This design comes from an exercise in tuning for a short achievable clock period and few clock cycles on the open sky130 flow, not from production work. Function was checked by simulation only, so behaviour that the tests miss may differ from the original. Power figures rest on the tool's default switching activity, not on a simulated workload.

File: design/flow/design.v
`timescale 1ns/1ps
`default_nettype none
module instDecode (
    input  logic [32-1:0]     inst,
    output logic                   isBranch,
    output logic                   isLoad,
    output logic                   isStore,
    output logic                   isDirect,
    output logic                   isAlu,
    output logic                   isReg,
    output logic                   isSwap,
    output logic                   isHalt,
    output logic                   aluImm,
    output logic                   selA1,
    output logic                   selA2,
    output logic                   selA3,
    output logic                   useRegB,
    output logic [4-1:0] srcB,
    output logic                   wrAEn,
    output logic                   wrBEn,
    output logic [4-1:0] wrBIdx,
    output logic [8-1:0]       aluGrp,
    output logic                   aluInv,
    output logic                   aluCinC,
    output logic                   aluCinOne,
    output logic                   aluCarry,
    output logic                   aluOver,
    output logic [32-1:0]     immB
);
    logic isBranchCls, isMemCls, isDirectCls, isAluCls, isRegCls, isCoreCls;
    logic [4:0] op;
    assign isBranchCls = inst[31:28] == 4'b1000;
    assign isMemCls    = inst[31:30] == 2'b01;
    assign isDirectCls = inst[31:29] == 3'b001;
    assign isAluCls    = inst[31:28] == 4'b0001;
    assign isRegCls    = inst[31:27] == 5'b00001;
    assign isCoreCls   = inst[31:26] == 6'b000001;
    assign isBranch = isBranchCls;
    assign isLoad   = isMemCls && !inst[29];
    assign isStore  = isMemCls && inst[29];
    assign isDirect = isDirectCls;
    assign isAlu    = isAluCls;
    assign isReg    = isRegCls;
    assign isSwap   = isRegCls && inst[24];
    assign isHalt   = isCoreCls && (inst[25:20] == 6'd2);
    assign aluImm   = inst[27];
    assign selA1 = isAluCls;
    assign selA2 = isMemCls || isDirectCls;
    assign selA3 = isBranchCls || isRegCls;
    assign useRegB = isRegCls || (isAluCls && !inst[27]);
    assign srcB = isRegCls ? inst[19:16] : ((isAluCls && !inst[27]) ? inst[11:8] : 4'd0);
    assign wrAEn  = (isAluCls || (isRegCls && inst[24])) && (inst[19:16] != 4'd0);
    assign wrBIdx = isDirectCls ? inst[27:24] : inst[23:20];
    assign wrBEn  = (isDirectCls || isRegCls) && (wrBIdx != 4'd0);
    assign op = inst[24:20];
    always_comb begin
        aluGrp    = '0;
        aluInv    = 1'b0;
        aluCinC   = 1'b0;
        aluCinOne = 1'b0;
        aluCarry  = 1'b0;
        aluOver   = 1'b0;
        case (op)
            5'd0: begin
                aluGrp[0] = 1'b1;
                aluCarry = 1'b1;
                aluOver  = 1'b1;
            end
            5'd1: begin
                aluGrp[0] = 1'b1;
                aluInv = 1'b1; aluCinOne = 1'b1;
                aluCarry = 1'b1;
                aluOver  = 1'b1;
            end
            5'd14: begin
                aluGrp[0] = 1'b1;
                aluInv = 1'b1; aluCinOne = 1'b1;
                aluCarry = 1'b1;
            end
            5'd16: begin
                aluGrp[0] = 1'b1;
                aluCinC = 1'b1;
                aluCarry = 1'b1;
            end
            5'd17: begin
                aluGrp[0] = 1'b1;
                aluInv = 1'b1; aluCinC = 1'b1;
                aluCarry = 1'b1;
            end
            5'd2, 5'd15: aluGrp[1]   = 1'b1;
            5'd3:            aluGrp[2]    = 1'b1;
            5'd4:           aluGrp[3]   = 1'b1;
            5'd5:           aluGrp[4]   = 1'b1;
            5'd18:         aluGrp[5] = 1'b1;
            5'd31:         aluGrp[6] = 1'b1;
            default:            aluGrp[7]   = 1'b1;
        endcase
    end
    logic [32-1:0] offsetExt, directVal, aluVal;
    assign offsetExt = {{(32 - 20){inst[20-1]}}, inst[20-1:0]};
    assign directVal = {{(32 - 20){1'b0}}, inst[20-1:0]} << {inst[23:20], 1'b0};
    assign aluVal    = {{(32 - 8){1'b0}}, inst[7:0]} << {inst[11:8], 1'b0};
    assign immB = isDirectCls ? directVal : (isAluCls ? aluVal : offsetExt);
endmodule
`default_nettype wire
`timescale 1ns/1ps
`default_nettype none
module pipeCtrl (
    input  logic [3:0]  cond,
    output logic [15:0] table_
);
    always_comb begin
        for (int f = 0; f < 16; f++) begin
            logic c, z, n, v;
            c = f[3];
            z = f[2];
            n = f[1];
            v = f[0];
            case (cond)
                4'd0:    table_[f] = 1'b1;
                4'd1:    table_[f] = z;
                4'd2:    table_[f] = !z;
                4'd3:    table_[f] = c;
                4'd4:    table_[f] = !c;
                4'd5:    table_[f] = n;
                4'd6:    table_[f] = !n;
                4'd7:    table_[f] = v;
                4'd8:    table_[f] = !v;
                4'd9:    table_[f] = c && !z;
                4'd10:   table_[f] = !c || z;
                4'd11:   table_[f] = n == v;
                4'd12:   table_[f] = n != v;
                4'd13:   table_[f] = !z && (n == v);
                4'd14:   table_[f] = z || (n != v);
                default: table_[f] = 1'b0;
            endcase
        end
    end
endmodule
`default_nettype wire
`timescale 1ns/1ps
`default_nettype none
module regFile (
    input  logic                   iClk,
    input  logic                   en,
    input  logic [32-1:0]     pc,
    input  logic [4-1:0] rd1,
    input  logic [4-1:0] rd2,
    input  logic [4-1:0] rd3,
    input  logic [4-1:0] rd4,
    input  logic [4-1:0] rd5,
    output logic [32-1:0]     q1,
    output logic [32-1:0]     q2,
    output logic [32-1:0]     q3,
    output logic [32-1:0]     q4,
    output logic [32-1:0]     q5,
    input  logic                   wrAEn,
    input  logic [4-1:0] wrA,
    input  logic [32-1:0]     wrDataA,
    input  logic                   wrBEn,
    input  logic [4-1:0] wrB,
    input  logic [32-1:0]     wrDataB,
    input  logic                   wrLEn,
    input  logic [4-1:0] wrL,
    input  logic [32-1:0]     wrDataL
);
    logic [32-1:0] regs [1:16-1];
    always_ff @(posedge iClk) begin
        for (int i = 1; i < 16; i++) begin
            if (en) begin
                if (wrBEn && wrB == i[3:0]) begin
                    regs[i] <= wrDataB;
                end else if (wrAEn && wrA == i[3:0]) begin
                    regs[i] <= wrDataA;
                end else if (wrLEn && wrL == i[3:0]) begin
                    regs[i] <= wrDataL;
                end
            end
        end
    end
    logic [32-1:0] rv [0:16-1];
    always_comb begin
        rv[0] = pc;
        for (int i = 1; i < 16; i++) rv[i] = regs[i];
    end
    assign q1 = rv[rd1];
    assign q2 = rv[rd2];
    assign q3 = rv[rd3];
    assign q4 = rv[rd4];
    assign q5 = rv[rd5];
endmodule
`default_nettype wire
`timescale 1ns/1ps
`default_nettype none
module aluFlags (
    input  logic [8-1:0]     grp,
    input  logic                 inv,
    input  logic                 cinC,
    input  logic                 cinOne,
    input  logic                 carryOp,
    input  logic                 overOp,
    input  logic                 cIn,
    input  logic [32-1:0]   opA,
    input  logic [32-1:0]   opB,
    output logic [32-1:0]   result,
    output logic [4-1:0]  flagsNew
);
    logic [32-1:0] bx;
    logic [32:0]   sum;
    logic               cin;
    assign bx  = inv ? ~opB : opB;
    assign cin = cinOne | (cinC & (cIn ^ inv));
    assign sum = {1'b0, opA} + {1'b0, bx} + {{32{1'b0}}, cin};
    logic [32-1:0] other;
    logic               zArith, zOther;
    always_comb begin
        other  = ({32{grp[1]}}   & (opA & opB))
               | ({32{grp[2]}}    & (opA | opB))
               | ({32{grp[3]}}   & (opA ^ opB))
               | ({32{grp[4]}}   & ~opA)
               | ({32{grp[5]}} & {opA[7:0], opA[15:8], opA[23:16], opA[31:24]})
               | ({32{grp[6]}} & opB)
               | ({32{grp[7]}}   & 32'h0BADC0DE);
        result = ({32{grp[0]}} & sum[32-1:0]) | other;
    end
    assign zArith = ((opA ^ bx) == {opA[32-2:0] | bx[32-2:0], cin});
    assign zOther = other == '0;
    assign flagsNew[3] = carryOp & sum[32];
    assign flagsNew[2] = grp[0] ? zArith : zOther;
    assign flagsNew[1] = result[32-1];
    assign flagsNew[0] = overOp & (opA[32-1] == bx[32-1])
                                      & (sum[32-1] != opA[32-1]);
endmodule
`default_nettype wire
`timescale 1ns/1ps
`default_nettype none
module dataPath (
    input  logic                 fwdA,
    input  logic                 fwdB,
    input  logic [32-1:0]   lastA,
    input  logic [32-1:0]   lastB,
    input  logic [32-1:0]   val,
    output logic [32-1:0]   q
);
    assign q = fwdB ? lastB : (fwdA ? lastA : val);
endmodule
`default_nettype wire
`timescale 1ns/1ps
`default_nettype none
module cpuCore (
    input  logic               iClk,
    input  logic               rstN,
    output logic [32-1:0] memAddr,
    output logic [32-1:0] memWdata,
    output logic               memWrite,
    output logic               memAccess,
    input  logic [32-1:0] memRdata,
    input  logic               memReady,
    output logic               halt
);
    logic                   halted;
    logic [32-1:0]     pcF;         
    logic [4-1:0]    flags;
    logic                   mState;
    logic                   mStore;
    logic [4-1:0] mLdRd;       
    logic [32-1:0]     mAddr, mWdata;
    logic                   eV;
    logic                   eAlu, eMem, eStore, eDirOr, eHalt;
    logic                   eWrAEn, eWrBEn;
    logic [4-1:0] eWrA, eWrB, eLdRd, eSrcA, eSrcB, eSrcS;
    logic [8-1:0]       eGrp;
    logic                   eInv, eCinC, eCinOne, eCarry, eOver;
    logic [32-1:0]     opA, opB, opS;
    logic [15:0]            eTtRel, eTtInd;    
    logic [20:0]        tgtLo;
    logic                   tgtNeg;
    logic [32-20-1:0] tgtHi0, tgtHiP, tgtHiM;
    logic                   fAa, fAb, fBa, fBb, fSa, fSb;
    logic [32-1:0]     lastA, lastB;
    logic adv, normal;
    assign adv    = rstN && memReady && !halted;
    assign normal = !mState;
    logic takenRel, takenInd, squash;
    logic [32-1:0] fetchPC, fetchPC1, tgtE;
    logic [32-20-1:0] tgtHi;
    assign tgtHi = (tgtLo[20] == tgtNeg) ? tgtHi0 : (tgtLo[20] ? tgtHiP : tgtHiM);
    assign tgtE  = {tgtHi, tgtLo[20-1:0]};
    assign takenRel = !mState && eTtRel[flags];
    assign takenInd = eTtInd[flags];
    assign squash   = takenInd || (eV && eHalt);
    assign fetchPC  = takenRel ? tgtE : pcF;
    assign fetchPC1 = takenRel ? (tgtE + 1'b1) : (pcF + 1'b1);
    logic [32-1:0] ins;
    assign ins = memRdata;
    logic                   dBranch, dLoad, dStore, dDirect, dAlu, dReg, dSwap, dHalt, dAluImm;
    logic                   dSelA1, dSelA2, dSelA3, dUseRegB, dWrAEn, dWrBEn;
    logic [4-1:0] dSrcB, dWrBIdx;
    logic [8-1:0]       dGrp;
    logic                   dInv, dCinC, dCinOne, dCarry, dOver;
    logic [32-1:0]     dImmB;
    instDecode uDec (
        .inst      (ins),
        .isBranch  (dBranch),
        .isLoad    (dLoad),
        .isStore   (dStore),
        .isDirect  (dDirect),
        .isAlu     (dAlu),
        .isReg     (dReg),
        .isSwap    (dSwap),
        .isHalt    (dHalt),
        .aluImm    (dAluImm),
        .selA1     (dSelA1),
        .selA2     (dSelA2),
        .selA3     (dSelA3),
        .useRegB   (dUseRegB),
        .srcB      (dSrcB),
        .wrAEn     (dWrAEn),
        .wrBEn     (dWrBEn),
        .wrBIdx    (dWrBIdx),
        .aluGrp    (dGrp),
        .aluInv    (dInv),
        .aluCinC   (dCinC),
        .aluCinOne (dCinOne),
        .aluCarry  (dCarry),
        .aluOver   (dOver),
        .immB      (dImmB)
    );
    logic [32-1:0] q1, q2, q3, q4, q5;
    logic [32-1:0] resA, resB;
    logic               wrAGo, wrBGo, wrLGo;
    regFile uRegs (
        .iClk    (iClk),
        .en      (adv),
        .pc      (fetchPC),
        .rd1     (ins[15:12]),
        .rd2     (ins[27:24]),
        .rd3     (ins[23:20]),
        .rd4     (ins[11:8]),
        .rd5     (ins[19:16]),
        .q1      (q1),
        .q2      (q2),
        .q3      (q3),
        .q4      (q4),
        .q5      (q5),
        .wrAEn   (wrAGo),
        .wrA     (eWrA),
        .wrDataA (resA),
        .wrBEn   (wrBGo),
        .wrB     (eWrB),
        .wrDataB (resB),
        .wrLEn   (wrLGo),
        .wrL     (mLdRd),
        .wrDataL (memRdata)
    );
    logic [15:0] dTable;
    pipeCtrl uCond (
        .cond   (ins[27:24]),
        .table_ (dTable)
    );
    logic [4-1:0] dSrcA;
    logic [32-1:0]     dA, dB;
    assign dSrcA = dSelA1 ? ins[15:12] : (dSelA2 ? ins[27:24] : ins[23:20]);
    assign dA    = dSelA1 ? q1 : (dSelA2 ? q2 : q3);
    assign dB    = dUseRegB ? (dReg ? q5 : q4) : dImmB;
    logic [32-1:0]  xA, xB, xS, aluRes, addr;
    logic [4-1:0] flagsNew;
    dataPath uFwdA (.fwdA(fAa), .fwdB(fAb), .lastA(lastA), .lastB(lastB), .val(opA), .q(xA));
    dataPath uFwdB (.fwdA(fBa), .fwdB(fBb), .lastA(lastA), .lastB(lastB), .val(opB), .q(xB));
    dataPath uFwdS (.fwdA(fSa), .fwdB(fSb), .lastA(lastA), .lastB(lastB), .val(opS), .q(xS));
    aluFlags uAlu (
        .grp      (eGrp),
        .inv      (eInv),
        .cinC     (eCinC),
        .cinOne   (eCinOne),
        .carryOp  (eCarry),
        .overOp   (eOver),
        .cIn      (flags[3]),
        .opA      (xA),
        .opB      (xB),
        .result   (aluRes),
        .flagsNew (flagsNew)
    );
    assign addr = xA + xB;
    assign resA = eAlu ? aluRes : xA;
    assign resB = (eDirOr ? xA : '0) | xB;
    assign wrAGo = normal && eV && eWrAEn;
    assign wrBGo = normal && eV && eWrBEn;
    assign wrLGo = mState && (mLdRd != '0);
    always_ff @(posedge iClk) begin
        if (!rstN) begin
            halted <= 1'b0;
            pcF    <= '0;
            flags  <= '0;
            mState <= 1'b0;
            eV     <= 1'b0;
            eTtRel <= '0;
            eTtInd <= '0;
        end else if (adv) begin
            if (mState) begin
                mState <= 1'b0;
                if (eV && eHalt) halted <= 1'b1;
                if (mLdRd != '0) begin
                    if (eSrcA == mLdRd) opA <= memRdata;
                    if (eSrcB == mLdRd) opB <= memRdata;
                    if (eSrcS == mLdRd) opS <= memRdata;
                end
            end else begin
                if (eV) begin
                    lastA <= resA;
                    lastB <= resB;
                    if (eAlu) flags <= flagsNew;
                    if (eMem) mState <= 1'b1;
                    if (eHalt) halted <= 1'b1;
                end
                mAddr  <= addr;
                mWdata <= xS;
                mStore <= eStore;
                mLdRd  <= eStore ? 4'd0 : eLdRd;
                pcF    <= takenInd ? addr : fetchPC1;
                eV      <= !squash;
                eAlu    <= dAlu;
                eMem    <= dStore || (dLoad && ins[23:20] != 4'd0);
                eStore  <= dStore;
                eDirOr  <= dDirect && ins[28];
                eTtRel  <= (dBranch && ins[23:20] == 4'd0 && !squash) ? dTable : 16'd0;
                eTtInd  <= (dBranch && ins[23:20] != 4'd0 && !squash) ? dTable : 16'd0;
                eHalt   <= dHalt;
                eWrAEn  <= dWrAEn;
                eWrBEn  <= dWrBEn;
                eWrA    <= ins[19:16];
                eWrB    <= dWrBIdx;
                eLdRd   <= ins[23:20];
                eSrcA   <= dSrcA;
                eSrcB   <= dSrcB;
                eSrcS   <= ins[23:20];
                eGrp    <= dGrp;
                eInv    <= dInv;
                eCinC   <= dCinC;
                eCinOne <= dCinOne;
                eCarry  <= dCarry;
                eOver   <= dOver;
                tgtLo   <= {1'b0, fetchPC[20-1:0]} + {1'b0, ins[20-1:0]};
                tgtNeg  <= ins[20-1];
                tgtHi0  <= fetchPC[32-1:20];
                tgtHiP  <= fetchPC[32-1:20] + 1'b1;
                tgtHiM  <= fetchPC[32-1:20] - 1'b1;
                opA     <= dA;
                opB     <= dB;
                opS     <= q3;
                fAa     <= eV && eWrAEn && (dSrcA == eWrA);
                fAb     <= eV && eWrBEn && (dSrcA == eWrB);
                fBa     <= eV && eWrAEn && (dSrcB == eWrA);
                fBb     <= eV && eWrBEn && (dSrcB == eWrB);
                fSa     <= eV && eWrAEn && (ins[23:20] == eWrA);
                fSb     <= eV && eWrBEn && (ins[23:20] == eWrB);
            end
        end
    end
    assign memAddr   = mState ? mAddr : fetchPC;
    assign memWdata  = mWdata;
    assign memWrite  = mState && mStore;
    assign memAccess = !halted;
    assign halt      = halted;
endmodule
`default_nettype wire
File: design/flow/flow/run.sh
#!/bin/bash
set -euo pipefail
bash standard.sh SETUP_SLACK_MARGIN=8 finish > standard_make.log 2>&1
File: design/flow/standard.sh
#!/bin/bash
# synth_recipe.tcl (not shown) runs the flow's synth.tcl, then flattens the netlist and writes it again
# the make line also repeats each setting of config.mk as NAME=value (left out here)
make -C /OpenROAD-flow-scripts/flow DESIGN_CONFIG=/design/flow/config.mk WORK_HOME=/design/flow/orfs CLKGATE_MAP_FILE= SYNTH_SCRIPT=/design/flow/synth_recipe.tcl "${@:-finish}"
File: design/flow/config.mk
export PLATFORM = sky130hd
export DESIGN_NAME = cpuCore
export DESIGN_NICKNAME = cpuCore
export VERILOG_FILES = /design/flow/design.v
export SDC_FILE = /design/flow/constraint.sdc
export NUM_CORES = 4
export LEC_CHECK = 0
export ABC_CLOCK_PERIOD_IN_PS = 3500
export CAP_MARGIN = 20
export CORE_MARGIN = 2
export CORE_UTILIZATION = 40
export PLACE_DENSITY = 0.6
export SLEW_MARGIN = 20
File: design/flow/constraint.sdc
create_clock -name core_clock -period 12.0 [get_ports {iClk}]
set_input_delay 2.4000 -clock core_clock [delete_from_list [all_inputs] [get_ports {iClk}]]
set_output_delay 2.4000 -clock core_clock [all_outputs]
set_load 0.01 [all_outputs]
==> impl_results.md, run 1 <==
* Synth Instances at 8034
* Post-synthesis sequential area ratio at 37.5%
* Top post-synthesis cells by area: edfxtp_1 (35%), a22oi_1 (8.6%), a21oi_1 (4.7%)
* Die W at 418 um
* Failed at: global routing (5_1_grt)
* Err: [ERROR GRT-0232] Routing congestion too high. Check the congestion heatmap in the GUI.
* Status: stopped before the end
* EDFF count, synth at 810
* Clock sinks at 881
* Adder-cell share of the synthesized area at 2.85%
* Multiplexer share of the synthesized area at 3.92%
* Syn_nets at 8223
* Post-Synth Simple-Gate Area at 14.9%
* Gpl congestion at 1.19
* Num CTS Buffers at 109
* Root buf cell: clkbuf_16
* All-Layer GR Usage at 77.7%
* Main combinational cell family by area after synthesis: compound AO/OA/AOI/OAI gates
* Count leader, synth: nand2_1
* Xor/xnor share of the synthesized area at 2.69%
* Synth cell count leaders: nand2_1 (816), edfxtp_1 (810), a22oi_1 (783)
* Post-synthesis cell type count at 100
* Die Span Y at 418 um
* Initial core utilization at 40.1%
* CTS Hold Bufs at 0
* Synth Area in Compound Gates at 32.2%
* Main flop type after synthesis: edfxtp_1
* CTS H-Tree Depth at 3
* PortBufs at 101
* Synth Cell Area at 68700 um2
* Ys Warns at 7
* Clock Tree Buf Depth at 3
* Placed wire-length estimate at 385 mm
* Number of core rows at 152
* Synth area leader: edfxtp_1
* Gr ovfl total at 3
* IO Count at 102
* Yosys reg bits at 881
* Yosys top cell area share at 35.4%
* Synth Area per Inst at 8.55 um2
* Ys async rst share at 0%
* Pin count of the biggest net entering global routing at 67
-- cells by family after synthesis --
| kind of cell | Yosys count |
|---|---|
| buffers and inverters | 1048 |
| adder cells (fa/ha/maj) | 154 |
| XOR/XNOR | 211 |
| AO/OA/AOI/OAI | 3203 |
| AND/OR/NAND/NOR | 2294 |
| multiplexers | 243 |
| flip-flops | 881 |
-- layer usage --
layer | GRT overflow | track usage (%)
met1 | 0 | 81.1
met2 | 1 | 85.4
met3 | 0 | 70.7
met4 | 2 | 68.9
met5 | 0 | 53.8
-- repair_timing --
action                                   CTS
gates resized for setup                 2110
pin swaps                                475
gates cloned                              75
buffers inserted                         656
endpoints found under the setup margin  1585
-- worst max path at each step --
stage / to / slack, ns / cells after the start
2_1_floorplan: memAddr[11] / 7.15 / 11
3_3_place_gp: opA[7] / 4.95 / 11
3_5_place_dp: opA[28] / 4.91 / 11
4_1_cts: memAddr[25] / 5.94 / 11
-- power groups by stage --
stage          clock (mW)  sequential [mW]  combinational (mW)
3_5_place_dp            0             3.60                2.05
3_3_place_gp            0             3.60                2.05
4_1_cts              3.68             3.54                2.77
2_1_floorplan           0             3.54                1.14
-- through the flow --
step | area (um2) | instances | utilization, % | setup slack [ns] | power [mW]
2_1_floorplan | 71400 | 8034 | - | 7.15 | 4.68
3_3_place_gp | 74600 | 10000 | 43.6 | 4.95 | 5.65
3_5_place_dp | 74700 | 10000 | 43.6 | 4.91 | 5.66
4_1_cts | 94200 | 11000 | 55.0 | 5.94 | 9.99
Testbench counts, summed over its fixed seeds: cycles 57,073.
==> inputs of run 2 (changes only) <==
--- a/design/flow/design.v
+++ b/design/flow/design.v
@@ -144,16 +144,12 @@
     input  logic                   iClk,
     input  logic                   en,
     input  logic [32-1:0]     pc,
-    input  logic [4-1:0] rd1,
-    input  logic [4-1:0] rd2,
-    input  logic [4-1:0] rd3,
-    input  logic [4-1:0] rd4,
-    input  logic [4-1:0] rd5,
-    output logic [32-1:0]     q1,
-    output logic [32-1:0]     q2,
-    output logic [32-1:0]     q3,
-    output logic [32-1:0]     q4,
-    output logic [32-1:0]     q5,
+    input  logic [4-1:0] rdA,
+    input  logic [4-1:0] rdB,
+    input  logic [4-1:0] rdS,
+    output logic [32-1:0]     qA,
+    output logic [32-1:0]     qB,
+    output logic [32-1:0]     qS,
     input  logic                   wrAEn,
     input  logic [4-1:0] wrA,
     input  logic [32-1:0]     wrDataA,
@@ -183,11 +179,9 @@
         rv[0] = pc;
         for (int i = 1; i < 16; i++) rv[i] = regs[i];
     end
-    assign q1 = rv[rd1];
-    assign q2 = rv[rd2];
-    assign q3 = rv[rd3];
-    assign q4 = rv[rd4];
-    assign q5 = rv[rd5];
+    assign qA = rv[rdA];
+    assign qB = rv[rdB];
+    assign qS = qB;
 endmodule
 `default_nettype wire
 `timescale 1ns/1ps
@@ -244,6 +238,42 @@
 );
     assign q = fwdB ? lastB : (fwdA ? lastA : val);
 endmodule
+module ksAdd #(
+    parameter int W = 32
+) (
+    input  logic [W-1:0] a,
+    input  logic [W-1:0] b,
+    input  logic         ci,
+    output logic [W-1:0] s,
+    output logic         co
+);
+    localparam int L = (W < 2) ? 1 : (W < 4) ? 2 : (W < 8) ? 3 : (W < 16) ? 4 : (W < 32) ? 5 : 6;
+    logic [W:0] g [0:L];
+    logic [W:0] p [0:L];
+    always_comb begin
+        g[0][0] = ci;
+        p[0][0] = 1'b0;
+        for (int i = 0; i < W; i++) begin
+            g[0][i+1] = a[i] & b[i];
+            p[0][i+1] = a[i] ^ b[i];
+        end
+        for (int l = 0; l < L; l++) begin
+            for (int i = 0; i <= W; i++) begin
+                if (i >= (1 << l)) begin
+                    g[l+1][i] = g[l][i] | (p[l][i] & g[l][i-(1<<l)]);
+                    p[l+1][i] = p[l][i] & p[l][i-(1<<l)];
+                end else begin
+                    g[l+1][i] = g[l][i];
+                    p[l+1][i] = p[l][i];
+                end
+            end
+        end
+        for (int i = 0; i < W; i++) begin
+            s[i] = a[i] ^ b[i] ^ g[L][i];
+        end
+        co = g[L][W];
+    end
+endmodule
 `default_nettype wire
 `timescale 1ns/1ps
 `default_nettype none
@@ -272,7 +302,7 @@
     logic [8-1:0]       eGrp;
     logic                   eInv, eCinC, eCinOne, eCarry, eOver;
     logic [32-1:0]     opA, opB, opS;
-    logic [15:0]            eTtRel, eTtInd;    
+    logic                   takenOut, takenSave, takenInd;
     logic [20:0]        tgtLo;
     logic                   tgtNeg;
     logic [32-20-1:0] tgtHi0, tgtHiP, tgtHiM;
@@ -281,16 +311,14 @@
     logic adv, normal;
     assign adv    = rstN && memReady && !halted;
     assign normal = !mState;
-    logic takenRel, takenInd, squash;
+    logic squash;
     logic [32-1:0] fetchPC, fetchPC1, tgtE;
     logic [32-20-1:0] tgtHi;
     assign tgtHi = (tgtLo[20] == tgtNeg) ? tgtHi0 : (tgtLo[20] ? tgtHiP : tgtHiM);
     assign tgtE  = {tgtHi, tgtLo[20-1:0]};
-    assign takenRel = !mState && eTtRel[flags];
-    assign takenInd = eTtInd[flags];
     assign squash   = takenInd || (eV && eHalt);
-    assign fetchPC  = takenRel ? tgtE : pcF;
-    assign fetchPC1 = takenRel ? (tgtE + 1'b1) : (pcF + 1'b1);
+    assign fetchPC  = takenOut ? tgtE : pcF;
+    assign fetchPC1 = takenOut ? (tgtE + 1'b1) : (pcF + 1'b1);
     logic [32-1:0] ins;
     assign ins = memRdata;
     logic                   dBranch, dLoad, dStore, dDirect, dAlu, dReg, dSwap, dHalt, dAluImm;
@@ -326,23 +354,22 @@
         .aluOver   (dOver),
         .immB      (dImmB)
     );
-    logic [32-1:0] q1, q2, q3, q4, q5;
-    logic [32-1:0] resA, resB;
-    logic               wrAGo, wrBGo, wrLGo;
+    logic [4-1:0] dSrcA, dSrcBr;
+    logic [32-1:0]     qA, qB, qS, dA, dB;
+    logic [32-1:0]     resA, resB;
+    logic                   wrAGo, wrBGo, wrLGo;
+    assign dSrcA  = dSelA1 ? ins[15:12] : (dSelA2 ? ins[27:24] : ins[23:20]);
+    assign dSrcBr = dStore ? ins[23:20] : (dReg ? ins[19:16] : ins[11:8]);
     regFile uRegs (
         .iClk    (iClk),
         .en      (adv),
         .pc      (fetchPC),
-        .rd1     (ins[15:12]),
-        .rd2     (ins[27:24]),
-        .rd3     (ins[23:20]),
-        .rd4     (ins[11:8]),
-        .rd5     (ins[19:16]),
-        .q1      (q1),
-        .q2      (q2),
-        .q3      (q3),
-        .q4      (q4),
-        .q5      (q5),
+        .rdA     (dSrcA),
+        .rdB     (dSrcBr),
+        .rdS     (ins[23:20]),
+        .qA      (qA),
+        .qB      (qB),
+        .qS      (qS),
         .wrAEn   (wrAGo),
         .wrA     (eWrA),
         .wrDataA (resA),
@@ -353,16 +380,39 @@
         .wrL     (mLdRd),
         .wrDataL (memRdata)
     );
+    assign dA = qA;
+    assign dB = dUseRegB ? qB : dImmB;
     logic [15:0] dTable;
     pipeCtrl uCond (
         .cond   (ins[27:24]),
         .table_ (dTable)
     );
-    logic [4-1:0] dSrcA;
-    logic [32-1:0]     dA, dB;
-    assign dSrcA = dSelA1 ? ins[15:12] : (dSelA2 ? ins[27:24] : ins[23:20]);
-    assign dA    = dSelA1 ? q1 : (dSelA2 ? q2 : q3);
-    assign dB    = dUseRegB ? (dReg ? q5 : q4) : dImmB;
+    localparam int TH = 20 / 2;
+    logic [20:0] tgtSum;
+    logic [TH-1:0]   tsLo, tsMid0, tsMid1;
+    logic            tcLo, tcMid0, tcMid1;
+    ksAdd #(.W(TH)) uTgtLo (
+        .a  (fetchPC[TH-1:0]),
+        .b  (ins[TH-1:0]),
+        .ci (1'b0),
+        .s  (tsLo),
+        .co (tcLo)
+    );
+    ksAdd #(.W(TH)) uTgtMid0 (
+        .a  (fetchPC[20-1:TH]),
+        .b  (ins[20-1:TH]),
+        .ci (1'b0),
+        .s  (tsMid0),
+        .co (tcMid0)
+    );
+    ksAdd #(.W(TH)) uTgtMid1 (
+        .a  (fetchPC[20-1:TH]),
+        .b  (ins[20-1:TH]),
+        .ci (1'b1),
+        .s  (tsMid1),
+        .co (tcMid1)
+    );
+    assign tgtSum = tcLo ? {tcMid1, tsMid1, tsLo} : {tcMid0, tsMid0, tsLo};
     logic [32-1:0]  xA, xB, xS, aluRes, addr;
     logic [4-1:0] flagsNew;
     dataPath uFwdA (.fwdA(fAa), .fwdB(fAb), .lastA(lastA), .lastB(lastB), .val(opA), .q(xA));
@@ -384,6 +434,12 @@
     assign addr = xA + xB;
     assign resA = eAlu ? aluRes : xA;
     assign resB = (eDirOr ? xA : '0) | xB;
+    logic [4-1:0] flagsNext;
+    logic                condNext, relNext, indNext;
+    assign flagsNext = (eV && eAlu) ? flagsNew : flags;
+    assign condNext  = dTable[flagsNext];
+    assign relNext   = !squash && dBranch && (ins[23:20] == 4'd0) && condNext;
+    assign indNext   = !squash && dBranch && (ins[23:20] != 4'd0) && condNext;
     assign wrAGo = normal && eV && eWrAEn;
     assign wrBGo = normal && eV && eWrBEn;
     assign wrLGo = mState && (mLdRd != '0);
@@ -394,11 +450,13 @@
             flags  <= '0;
             mState <= 1'b0;
             eV     <= 1'b0;
-            eTtRel <= '0;
-            eTtInd <= '0;
+            takenOut  <= 1'b0;
+            takenSave <= 1'b0;
+            takenInd  <= 1'b0;
         end else if (adv) begin
             if (mState) begin
                 mState <= 1'b0;
+                takenOut <= takenSave;
                 if (eV && eHalt) halted <= 1'b1;
                 if (mLdRd != '0) begin
                     if (eSrcA == mLdRd) opA <= memRdata;
@@ -423,8 +481,9 @@
                 eMem    <= dStore || (dLoad && ins[23:20] != 4'd0);
                 eStore  <= dStore;
                 eDirOr  <= dDirect && ins[28];
-                eTtRel  <= (dBranch && ins[23:20] == 4'd0 && !squash) ? dTable : 16'd0;
-                eTtInd  <= (dBranch && ins[23:20] != 4'd0 && !squash) ? dTable : 16'd0;
+                takenOut  <= relNext && !(eV && eMem);
+                takenSave <= relNext;
+                takenInd  <= indNext;
                 eHalt   <= dHalt;
                 eWrAEn  <= dWrAEn;
                 eWrBEn  <= dWrBEn;
@@ -440,14 +499,14 @@
                 eCinOne <= dCinOne;
                 eCarry  <= dCarry;
                 eOver   <= dOver;
-                tgtLo   <= {1'b0, fetchPC[20-1:0]} + {1'b0, ins[20-1:0]};
+                tgtLo   <= tgtSum;
                 tgtNeg  <= ins[20-1];
                 tgtHi0  <= fetchPC[32-1:20];
                 tgtHiP  <= fetchPC[32-1:20] + 1'b1;
                 tgtHiM  <= fetchPC[32-1:20] - 1'b1;
                 opA     <= dA;
                 opB     <= dB;
-                opS     <= q3;
+                opS     <= qS;
                 fAa     <= eV && eWrAEn && (dSrcA == eWrA);
                 fAb     <= eV && eWrBEn && (dSrcA == eWrB);
                 fBa     <= eV && eWrAEn && (dSrcB == eWrA);
@@ -457,7 +516,9 @@
             end
         end
     end
-    assign memAddr   = mState ? mAddr : fetchPC;
+    logic [32-1:0] addrBase;
+    assign addrBase  = mState ? mAddr : pcF;
+    assign memAddr   = takenOut ? tgtE : addrBase;
     assign memWdata  = mWdata;
     assign memWrite  = mState && mStore;
     assign memAccess = !halted;
==> design/flow/run.sh (new file) <==
#!/bin/bash
# synth_recipe.tcl (not shown) runs the flow's synth.tcl, then flattens the netlist and writes it again
# the make line also repeats each setting of config.mk as NAME=value (left out here)
make -C /OpenROAD-flow-scripts/flow DESIGN_CONFIG=/design/flow/config.mk WORK_HOME=/design/flow/orfs CLKGATE_MAP_FILE= SYNTH_SCRIPT=/design/flow/synth_recipe.tcl finish
--- a/design/flow/config.mk
+++ b/design/flow/config.mk
@@ -5,9 +5,10 @@
 export SDC_FILE = /design/flow/constraint.sdc
 export NUM_CORES = 4
 export LEC_CHECK = 0
-export ABC_CLOCK_PERIOD_IN_PS = 3500
 export CAP_MARGIN = 20
 export CORE_MARGIN = 2
 export CORE_UTILIZATION = 40
 export PLACE_DENSITY = 0.6
+export SETUP_SLACK_MARGIN = 5
 export SLEW_MARGIN = 20
+export TNS_END_PERCENT = 10
removed: design/flow/flow/run.sh
removed: design/flow/standard.sh
==> impl_results.md, run 2 <==
* Min Tclk post-route at 7.09 ns
* Register share of total power at 41.1%
* Clock Latency Late Sink at 0.77 ns
* Placed wire-length estimate at 210 mm (-46%)
* Ys async rst share at 0% (unchanged)
* Synth area leader: edfxtp_1
* Gpl congestion at 1.05 (-12%)
* Clk pwr share at 37.3%
* Peak Freq at 0.141 GHz
* EDFF count, synth at 810 (unchanged)
* Die W at 386 um (-7.6%)
* Fin nets at 6589
* Post-layout util at 45.0%
* Synth Cell Area at 58500 um2 (-15%)
* Final wirelength at 320 mm
* Setup slack, reg-to-reg at 5.65 ns
* VDD IR max at 0.000108 V
* Gate power share at 21.6%
* Post-DR vias/cell at 7.03
* Number of global-route vias before repair at 54.5k
* Layout cell share with drive strength beyond 1 at 9.59%
* Critical path type: input port to flip-flop
* TNS Setup at 0 ns
* All-Layer GR Usage at 41.3%
* Clock sinks at 852 (-3.3%)
* Total power at 8.38 mW
* Syn_nets at 6742 (-18%)
* LEAKAGE at 23.3 nW
* Die Span Y at 386 um (-7.6%)
* WHS Path Cells at 2
* Vias at 59.1k
* Top reg by flops: uRegs.regs
* Antenna Violating Nets Remaining at 0
* Worst-case clock skew at 0.0609 ns
* Worst slew pin tran at 1.25 ns
* Net Sw Frac at 32.7%
* Reg clk slew, reported paths at 0.06 ns
* Yosys reg bits at 852 (-3.3%)
* DRC at 0
* Worst Path Arrival at 7.65 ns
* Max cap viols at 0
* Final setup fails at 0
* Synth Instances at 6552 (-18%)
* CTS tree: yes
* Synth cell count leaders: edfxtp_1 (810), nand2_1 (794), nor2_1 (575)
* Count leader, synth: edfxtp_1
* Clock Tree Buf Depth at 3 (unchanged)
* CTS resizes at 0 (-100%)
* Pin count of the biggest net entering global routing at 76
* Number of core rows at 140 (-7.9%)
* Core area at 145000 um2
* Post-synthesis sequential area ratio at 43.0% (+5.5 points)
* Status: finished clean
* Max transition margin at 16.2%
* Setup Fix Bufs, Post-CTS at 0 (-100%)
* Initial antenna violation count at 17
* PortBufs at 101 (unchanged)
* CTS Hold Bufs at 0 (unchanged)
* Placed Area at 62200 um2 (-17%)
* First-pass GRT wire length at 435 mm
* Main flop type after synthesis: edfxtp_1
* Root buf cell: clkbuf_16
* Final Cell Area at 65500 um2
* IO Count at 102 (unchanged)
* Fin. Hold Viols at 0
* Gr ovfl total at 0
* Net Sw Power at 2.74 mW
* Wire per inst at 38.0 um
* RSZ-0062 raised after global routing: true
* Top post-synthesis cells by area: edfxtp_1 (42%), a22oi_1 (5.7%), nand2_1 (5.1%)
* PwrDens at 128 nW/um2
* CP Max Fanout at 25
* Most frequent cells in the layout: edfxtp_1 (810), nand2_1 (782), a21oi_1 (540)
* Final max-slew violation count at 0
* Ys Warns at 10 (+3)
* Num CTS Buffers at 99 (-9.2%)
* Yosys top cell area share at 41.6% (+6.2 points)
* Max reg flops at 480
* DRT iter0 DRCs at 11.2k
* CTS H-Tree Depth at 3 (unchanged)
* Period utilisation layout at 59.1%
* Post-synthesis cell type count at 94 (-6.0%)
* Initial core utilization at 40.2% (+0.11 points)
* Internal at 5.64 mW
* Most common cell after layout, fill and taps aside: edfxtp_1
* Synth Area per Inst at 8.93 um2 (+4.4%)
* Initial DRT Pass Iterations at 10
* Layout area overhead at 11.9%
* Min-Delay Path Class: flip-flop to flip-flop
* FF-to-FF path depth at 17
* Crit path launch type: input port
* Die area at 149000 um2
* CP Data Required Time at 12.56 ns
* Setup crit end kind: flip-flop
## run 2: cell types whose count changed after synthesis, moves of 71 or more
cell	previous run	this run
a22oi_1	783	442
clkbuf_1	670	499
a221oi_1	233	65
nor2_1	686	575
nand3_1	248	151
a22o_1	160	64
o21ai_0	486	390
a21oi_1	644	558
a222oi_1	87	7
nand4_1	189	118
## run 2: power groups by stage
stage	registers, mW	clock network (mW)	logic, mW
2_1_floorplan	3.46	0	1.02
3_3_place_gp	3.49	0	1.70
3_5_place_dp	3.49	0	1.71
4_1_cts	3.43	3.12	1.71
5_1_grt	3.44	3.22	1.87
6_report	3.44	3.12	1.81
## run 2: worst paths after layout
| path | startpoint | to |
|---|---|---|
| worst max-delay path | memRdata[29] | opB[24] |
| worst min-delay path | takenSave | takenSave |
| worst max register to register | fAa | takenSave |
| worst min register to register | takenSave | takenSave |
## run 2: logic make-up after synthesis
group                    share of synthesized area [%]
XOR/XNOR                                          3.13
flip-flops                                        43.0
AO/OA/AOI/OAI                                     25.6
multiplexers                                      4.76
adder cells (fa/ha/maj)                           3.37
buffers and inverters                             5.80
AND/OR/NAND/NOR                                   14.4
## run 2: cell type report
class / count / area (um2)
flip-flops and latches: 852 / 25200
multi-input cells: 4832 / 30700
repair buffers: 370 / 3000
well taps: 1917 / 2400
fillers: 14000 / 79900
inverters: 244 / 923
clock inverters: 74 / 722
diodes: 12 / 30.0
clock buffers: 111 / 2520
## run 2: worst max-delay path, stage by stage
cell and delay, ns:
clkdlybuf4s50_1 0.41, buf_4 0.27, nor4_2 0.56, and2_1 0.38, a21oi_1 0.14, a21oi_1 0.62
nand2b_1 0.29, nor2_4 0.85, buf_4 0.56, a22oi_1 0.17, nand3_1 0.15, o221ai_1 0.42
o211ai_1 0.35
## run 2: metal layers
layer | part of all wire (%) | GRT usage (%) | vias up
met3 | 15 | 16.9 | 1517
met5 | 0.036 | 0 | -
li1 | - | - | 24200
met1 | 35 | 49.1 | 28200
met4 | 9.3 | 30.6 | 14
met2 | 41 | 59.6 | 5203
## run 2: metrics by stage
| stage | instances | setup slack, ns | hold WS (ns) |
|---|---|---|---|
| floorplan | 6552 | 5.19 | 0.437 |
| global placement | 8209 | 4.62 | 0.443 |
| detailed placement | 8210 | 4.50 | 0.453 |
| CTS | 8395 | 5.25 | 0.462 |
| global route | 8400 | 4.95 | 0.494 |
| finish | 8412 | 4.91 | 0.461 |
Testbench counts of run 2, summed over its fixed seeds: cycles 57,073.

==> separate check: timing with driven ports <==
The flow's constraints put no driver on any port. The routed layout listed below was extracted and timed again, unchanged, in two steps. Step 1 sets driving cells, clkbuf_16 on the clock port and buf_2 on the other inputs (assumed; they add their load-dependent delay and slew). Step 2 times the ports against the registers' clock, not the clock port: input delays grow and output delays shrink by t, the midpoint of the rising clock arrivals with the driver on. Slacks: ideal ports / drivers / drivers and shift; pairs: ideal ports / drivers.
run: run 2
t, ns: 0.827
setup slack, ns: 4.914 / 4.973 / 4.147
worst slew at a driven data input, ns: 0.05
After both steps run 2 still meets setup and hold. For run 2, drivers alone change the setup slack by +0.059 ns; drivers and shift together by -0.767 ns.
